Source: an optimization exercise on an open RTL-to-GDS flow (aim: small area, a short achievable clock period and few clock cycles per item). Production flows keep margins and buffers that such runs may drop. The RTL was checked by simulation tests, not by an equivalence proof against the original design.

== v6 ==
## instr_reader
module instr_reader
(
   input  logic         clk,
   input  logic         reset,
   input  logic         start,
   input  instr_register_pkg::address_t     start_addr,
   input  logic [5:0]   num_instr,
   output instr_register_pkg::address_t     read_pointer,
   input  instr_register_pkg::instruction_t instruction_word,
   output logic         result_valid,
   input  logic         result_ready,
   output instr_register_pkg::result_t      result,
   output instr_register_pkg::address_t     result_addr,
   output instr_register_pkg::opcode_t      result_opc,
   output logic         div_by_zero,
   output logic         busy,
   output logic         done
);
==> flow/config.mk <==
export PLATFORM = sky130hd
export DESIGN_NAME = instr_reader
export DESIGN_NICKNAME = instr_reader
export VERILOG_FILES = /design/flow/design.v
export SDC_FILE = /design/flow/constraint.sdc
export NUM_CORES = 8
export LEC_CHECK = 0
export CAP_MARGIN = 10
export CORE_MARGIN = 2
export CORE_UTILIZATION = 60
export CTS_BUF_LIST = sky130_fd_sc_hd__clkbuf_8
export PLACE_DENSITY = 0.7
export SETUP_SLACK_MARGIN = 5
export SLEW_MARGIN = 10
==> flow/constraint.sdc <==
create_clock -name core_clock -period 210.0 [get_ports {clk}]
set_input_delay 42.0000 -clock core_clock [delete_from_list [all_inputs] [get_ports {clk}]]
set_output_delay 42.0000 -clock core_clock [all_outputs]
set_load 0.01 [all_outputs]
standard.sh (not shown) runs the stock make flow with config.mk's settings and CLKGATE_MAP_FILE= SYNTH_SCRIPT=/design/flow/synth_recipe.tcl, a recipe that flattens the netlist after the stock synthesis.
==> flow/flow/run.sh <==
#!/bin/bash
# Layout flow: the standard flow (standard.sh) with two changes.
#  1. Synthesis maps the combinational logic with flow/area.abc (two rounds
#     of dc2 AIG restructuring, then choice computation and &nf mapping,
#     instead of the delay-oriented restructuring of ORFS's speed script).
#     Everything else in synthesis is the standard flow's synth_recipe.tcl and ORFS's
#     synth.tcl unchanged, so the registers are those of the standard
#     synthesis.
#  2. Port buffers are sky130_fd_sc_hd__buf_1 cells.
# Each tool's output goes to a log of its own in this folder.
set -euo pipefail
W=$(pwd)
F=$W/flow

# ORFS's synth.tcl with the ABC script replaced
sed "s|^  log_cmd abc {\*}\$abc_args|  set abc_args [lreplace \$abc_args 1 1 $F/area.abc]\n  log_cmd abc {*}\$abc_args|" \
   "$FLOW_HOME/scripts/synth.tcl" > "$W/synth_area.tcl"
grep -q "area.abc" "$W/synth_area.tcl"
sed "s|source \$::env(SCRIPTS_DIR)/synth.tcl|source $W/synth_area.tcl|" \
   "$W/synth_recipe.tcl" > "$W/synth_recipe_area.tcl"
grep -q "synth_area.tcl" "$W/synth_recipe_area.tcl"
sed "s|SYNTH_SCRIPT=[^ ]*|SYNTH_SCRIPT=$W/synth_recipe_area.tcl|" \
   "$W/standard.sh" > "$W/standard_area.sh"
grep -q "synth_recipe_area.tcl" "$W/standard_area.sh"

export BUFFER_PORTS_ARGS="-buffer_cell sky130_fd_sc_hd__buf_1"

bash "$W/standard_area.sh" synth > "$W/synth.log" 2>&1
bash "$W/standard.sh" > "$W/layout.log" 2>&1
test -s "$W/out/final.def"
==> flow/flow/area.abc <==
strash
dc2
dc2
&get -n
&dch -f
&nf
&put
topo
stime -c
buffer -c
upsize -c
dnsize -c
v6 closes out successfully: all stages finished, all timing, DRC and antenna checks passed.
Testbench counts of v6, summed over its fixed seeds: cycles 10,380, items 6,351.
### v6 -> v7
- swapping 10 for 20 in CAP_MARGIN
- swapping sky130_fd_sc_hd__clkbuf_8 for sky130_fd_sc_hd__clkbuf_4 sky130_fd_sc_hd__clkbuf_8 in CTS_BUF_LIST
- swapping 10 for 20 in SLEW_MARGIN
- putting CTS_CLUSTER_SIZE at 10 where nothing was set
==> summary.txt <==
Comparing v6 against v7, there is no change at all in async set-reset flop share out of synthesis. In terms of sequential cell count, v7 and v6 differ only marginally. Looking at v6 and v7, the multi-input gate share of total cell area is a wash. Looking at register-to-register slack across both flows, v7 is the stronger of the two, with v6 trailing. v7 vs v6: time the final worst path needs with I/O delays and setup up. v6 → v7: final instance area flat, post-synthesis adder-cell area fraction flat. From v7 to v6, final global-route overflow total did not move at all.

-- re-timing with driven ports --
How much do the figures lean on ideal ports? The routed layouts below were timed once more, with nothing changed but the port constraints. Step 1 sets driving cells, clkbuf_16 on the clock port and buf_2 on the other inputs (assumed; they add their load-dependent delay and slew). Step 2 times the ports against the registers' clock, not the clock port: input delays grow and output delays shrink by t, the midpoint of the rising clock arrivals with the driver on. Three values: ideal, step 1, step 2; two values: the first two.
| run | t, ns | slack for setup (ns) | latest minus earliest clock arrival (ns) | worst data-port slew with drivers (ns) | pins driven straight from the clock port |
|---|---|---|---|---|---|
| v6 | 0.548 | 166.786 / 166.734 / 166.407 | 0.017 / 0.017 | 0.08 | 1 |
| v7 | 0.551 | 166.765 / 166.714 / 166.404 | 0.017 / 0.016 | 0.08 | 1 |
After both steps every run listed still meets setup and hold. For v6, which loses most, drivers alone change the setup slack by -0.052 ns; drivers and shift together by -0.379 ns.
